This design comes from an exercise in tuning for small area and a short achievable clock period on the open sky130 flow, not from production work. Only simulation tests tie the RTL to the original design; equivalence was not proved. No activity file was given, so power comes from the tool's default toggle rates.

// parallel_accumulator
module parallel_accumulator (
    input  logic                   clk,
    input  logic                   rst,
    input  logic [16-1:0][32-1:0] in_values,
    input  logic [16-1:0][4-1:0]    in_ids,
    input  logic                   in_valid,
    input  logic [4-1:0][16-1:0]   in_dst_ids,
    input  logic [4-1:0][16-1:0] in_src_masks,
    input  logic [4-1:0] in_dst_valid,
    output logic [16-1:0][32-1:0] sums,
    output logic [16-1:0][4-1:0]    out_ids,
    output logic [16-1:0]   seg_end,
    output logic                   out_valid,
    output logic [4-1:0][16-1:0]   out_dst_ids,
    output logic [4-1:0][16-1:0] out_src_masks,
    output logic [4-1:0] out_dst_valid
);
Size in the first run: roughly 7600 cells after synthesis, about 4600 flip-flops, ~1400 I/O pins.
clock: 4.5 ns
lec_check: 0
cap_margin: 20
core_margin: 2
core_utilization: 40
cts_cluster_size: 28
slew_margin: 20
run.sh (not shown) runs the stock make flow with config.mk's settings and CLKGATE_MAP_FILE= SYNTH_SCRIPT=/design/flow/synth_recipe.tcl, a recipe that flattens the netlist after the stock synthesis.
The starting point produced a clean layout.
Rerun with:
==> flow/flow/run.sh (new file) <==
#!/bin/bash
# The standard layout (standard.sh), with the port buffers made from the small buf_1 cell
# instead of the cell buffer_ports picks by default. Everything else is the standard flow.
set -euo pipefail
bash standard.sh "BUFFER_PORTS_ARGS=-buffer_cell sky130_fd_sc_hd__buf_1" finish > standard_flow.log 2>&1
==> flow/standard.sh (new file) <==
#!/bin/bash
# synth_recipe.tcl (not shown) runs the flow's synth.tcl, then flattens the netlist and writes it again
# the make line also repeats each setting of config.mk as NAME=value (left out here)
make -C /OpenROAD-flow-scripts/flow DESIGN_CONFIG=/design/flow/config.mk WORK_HOME=/design/flow/orfs CLKGATE_MAP_FILE= SYNTH_SCRIPT=/design/flow/synth_recipe.tcl "${@:-finish}"
CTS_CLUSTER_DIAMETER = 70   (was not set)
CTS_CLUSTER_SIZE = 22   (was 28)
SETUP_SLACK_MARGIN = 1.0   (was not set)
removed: flow/run.sh
What happened: First-iteration DRC count increases by 13%. Final area decreases by 9.1%. Sequential power hardly moves. Flip-flop and latch count is unchanged.
Rerun with:
CTS_CLUSTER_DIAMETER = 80   (was 70)
CTS_CLUSTER_SIZE = 26   (was 22)
SETUP_SLACK_MARGIN = 2.0   (was 1.0)
The changed run finished clean.
Wire length is about the same.
Non-clock buffer count climbs by 187.
Setup slack improved by 0.12 ns.
Flip-flop and latch count stays the same.

========
== JK ==
Starting RTL as in the previous note.
// parallel_accumulator
module parallel_accumulator (
    input  logic                   clk,
    input  logic                   rst,
    input  logic [16-1:0][32-1:0] in_values,
    input  logic [16-1:0][4-1:0]    in_ids,
    input  logic                   in_valid,
    input  logic [4-1:0][16-1:0]   in_dst_ids,
    input  logic [4-1:0][16-1:0] in_src_masks,
    input  logic [4-1:0] in_dst_valid,
    output logic [16-1:0][32-1:0] sums,
    output logic [16-1:0][4-1:0]    out_ids,
    output logic [16-1:0]   seg_end,
    output logic                   out_valid,
    output logic [4-1:0][16-1:0]   out_dst_ids,
    output logic [4-1:0][16-1:0] out_src_masks,
    output logic [4-1:0] out_dst_valid
);
    localparam int W = 32;
    logic [5:0] vld;
    logic [4-1:0][16-1:0] dst_ids_q [6];
    logic [4-1:0][16-1:0] masks_q [6];
    logic [4-1:0] dvalid_q [6];
    logic [16-1:0][4-1:0] ids_q [6];
    logic g1_1;
    logic g1_3;
    logic g1_5;
    logic g1_7;
    logic g1_9;
    logic g1_11;
    logic g1_13;
    logic g1_15;
    logic g2_2;
    logic g2_3;
    logic g2_6;
    logic g2_7;
  ...
Settings: LEC_CHECK=0, CAP_MARGIN=20, CORE_MARGIN=2, CORE_UTILIZATION=40, CTS_CLUSTER_DIAMETER=70, CTS_CLUSTER_SIZE=22, SLEW_MARGIN=20; clock period 4.5 ns.
Stock flow here: none of the scripts above is used.
JK completed every stage of the flow, and the final layout passed the timing, DRC and antenna checks.
Changes in MS relative to JK:
- clearing CTS_CLUSTER_SIZE, which used to be 22
- clearing CTS_CLUSTER_DIAMETER, which used to be 70
## What came out
- Wire length on met3 of MS exceeds that of JK by more than 10%.
- MS vs JK — static leakage power climbed by a few percent
- The switching power in MS was higher than what JK gave.
- Any difference in area used by multi-input combinational logic between JK and MS is small enough to ignore.
- MS consumes more power than JK does.
- JK → MS: met1 usage in global routing shows no meaningful change; multi-input gate share of the layout cell area shows a reduction of 0.92 points; critical path depth shows a reduction of 5.

========
job 586:
parallel_accumulator, a different RTL version from the one above (not shown whole).
For scale: roughly 6800 cells after synthesis, about 1400 I/O pins, roughly 110000 sq um of cells after synthesis.
Settings: LEC_CHECK=0, CAP_MARGIN=20, CORE_MARGIN=2, CORE_UTILIZATION=60, CTS_CLUSTER_DIAMETER=80, CTS_CLUSTER_SIZE=26, SETUP_SLACK_MARGIN=0.8, SLEW_MARGIN=20; clock period 4.5 ns.
standard.sh (not shown) runs the stock make flow with config.mk's settings and CLKGATE_MAP_FILE= SYNTH_SCRIPT=/design/flow/synth_recipe.tcl, a recipe that flattens the netlist after the stock synthesis.
==> flow/flow/run.sh <==
#!/bin/bash
# The standard layout (standard.sh), with the port buffers made from the small buf_1 cell
# instead of the cell buffer_ports picks by default. Everything else is the standard flow.
set -euo pipefail
bash standard.sh "BUFFER_PORTS_ARGS=-buffer_cell sky130_fd_sc_hd__buf_1" finish > standard_flow.log 2>&1
For job 6153, these inputs were changed with respect to job 586:
# job 586
export LEC_CHECK = 0
export CAP_MARGIN = 20
export CORE_MARGIN = 2
export CORE_UTILIZATION = 60
export CTS_CLUSTER_DIAMETER = 80
export CTS_CLUSTER_SIZE = 26
export SETUP_SLACK_MARGIN = 0.8
export SLEW_MARGIN = 20
create_clock -name core_clock -period 4.5 [get_ports {clk}]
# job 6153
export LEC_CHECK = 0
export CAP_MARGIN = 20
export CORE_MARGIN = 2
export CORE_UTILIZATION = 65
export CTS_CLUSTER_DIAMETER = 80
export CTS_CLUSTER_SIZE = 26
export SETUP_SLACK_MARGIN = 1.0
export SLEW_MARGIN = 20
create_clock -name core_clock -period 4.5 [get_ports {clk}]
[summary]
Compared with job 586, job 6153 shows total of clock buffers placed in the layout that has gone down slightly. Job 6153 against job 586: total power now larger; combinational power now sits higher; part of the power in combinational logic went up. When the final numbers for job 586 and job 6153 were put side by side, the design area turned out to be greater in job 6153. Relative to job 586, routability congestion estimate has increased by 2.2% in job 6153. In terms of sequential cell area, job 586 and job 6153 differ only marginally. Compared with job 586, job 6153 instantiates a smaller number of standard cells. When job 6153 is measured against job 586, its global-route wire length before repair turns out 3.7% higher.
## Diff of input files: job 7837 against job 6153
# job 6153
export LEC_CHECK = 0
export CAP_MARGIN = 20
export CORE_MARGIN = 2
export CORE_UTILIZATION = 65
export CTS_CLUSTER_DIAMETER = 80
export CTS_CLUSTER_SIZE = 26
export SETUP_SLACK_MARGIN = 1.0
export SLEW_MARGIN = 20
create_clock -name core_clock -period 4.5 [get_ports {clk}]
# job 7837
export LEC_CHECK = 0
export CAP_MARGIN = 20
export CORE_MARGIN = 2
export CORE_UTILIZATION = 60
export CTS_CLUSTER_DIAMETER = 80
export CTS_CLUSTER_SIZE = 26
export SETUP_SLACK_MARGIN = 1.0
export SLEW_MARGIN = 20
create_clock -name core_clock -period 4.5 [get_ports {clk}]
==> run notes <==
Status: total power parity (job 6153, job 7837). Relative to job 6153, the core box area measured on job 7837 has increased by a little under 10%. Job 6153 → job 7837: pre-CTS setup slack has increased, routed wire length has decreased, global-route usage over all layers has decreased, via total after detailed routing has decreased. Job 7837 ends up with a routing usage on met1 that is 3.2 points lower than in job 6153. Relative to job 6153, logic gate share of total power has gone down in job 7837.

-- separate check: timing with driven ports --
In the flow no input, the clock included, has a driving cell. The finished layouts below were timed again as built, in two steps.
Step 1 sets driving cells, clkbuf_16 on the clock port and buf_2 on the other inputs (assumed; they add their load-dependent delay and slew).
Step 2, shift: input delay + t, output delay - t, t = (earliest + latest rising clock arrival at the registers) / 2. This alone moves slack from input paths to output paths.
a / b / c = ideal / step 1 / step 2; a / b = the first two.
| run | t (ns) | slack for setup (ns) | worst slew at a driven data input, ns |
|---|---|---|---|
| the first run of note 1 | 1.020 | 0.688 / 0.603 / -0.236 | 0.20 |
| the second run of note 1 | 0.972 | 1.034 / 1.034 / 0.166 | 0.18 |
| the third run of note 1 | 0.991 | 1.149 / 1.149 / 0.303 | 0.20 |
| JK | 0.965 | 0.686 / 0.687 / -0.199 | 0.21 |
| MS | 1.020 | 0.688 / 0.603 / -0.236 | 0.20 |
| job 586 | 0.948 | 0.840 / 0.840 / -0.028 | 0.25 |
| job 6153 | 0.941 | 0.828 / 0.828 / -0.043 | 0.23 |
| job 7837 | 0.938 | 0.856 / 0.856 / 0.044 | 0.25 |
With both steps, setup timing fails in 5 of these runs, where it was met with ideal ports.
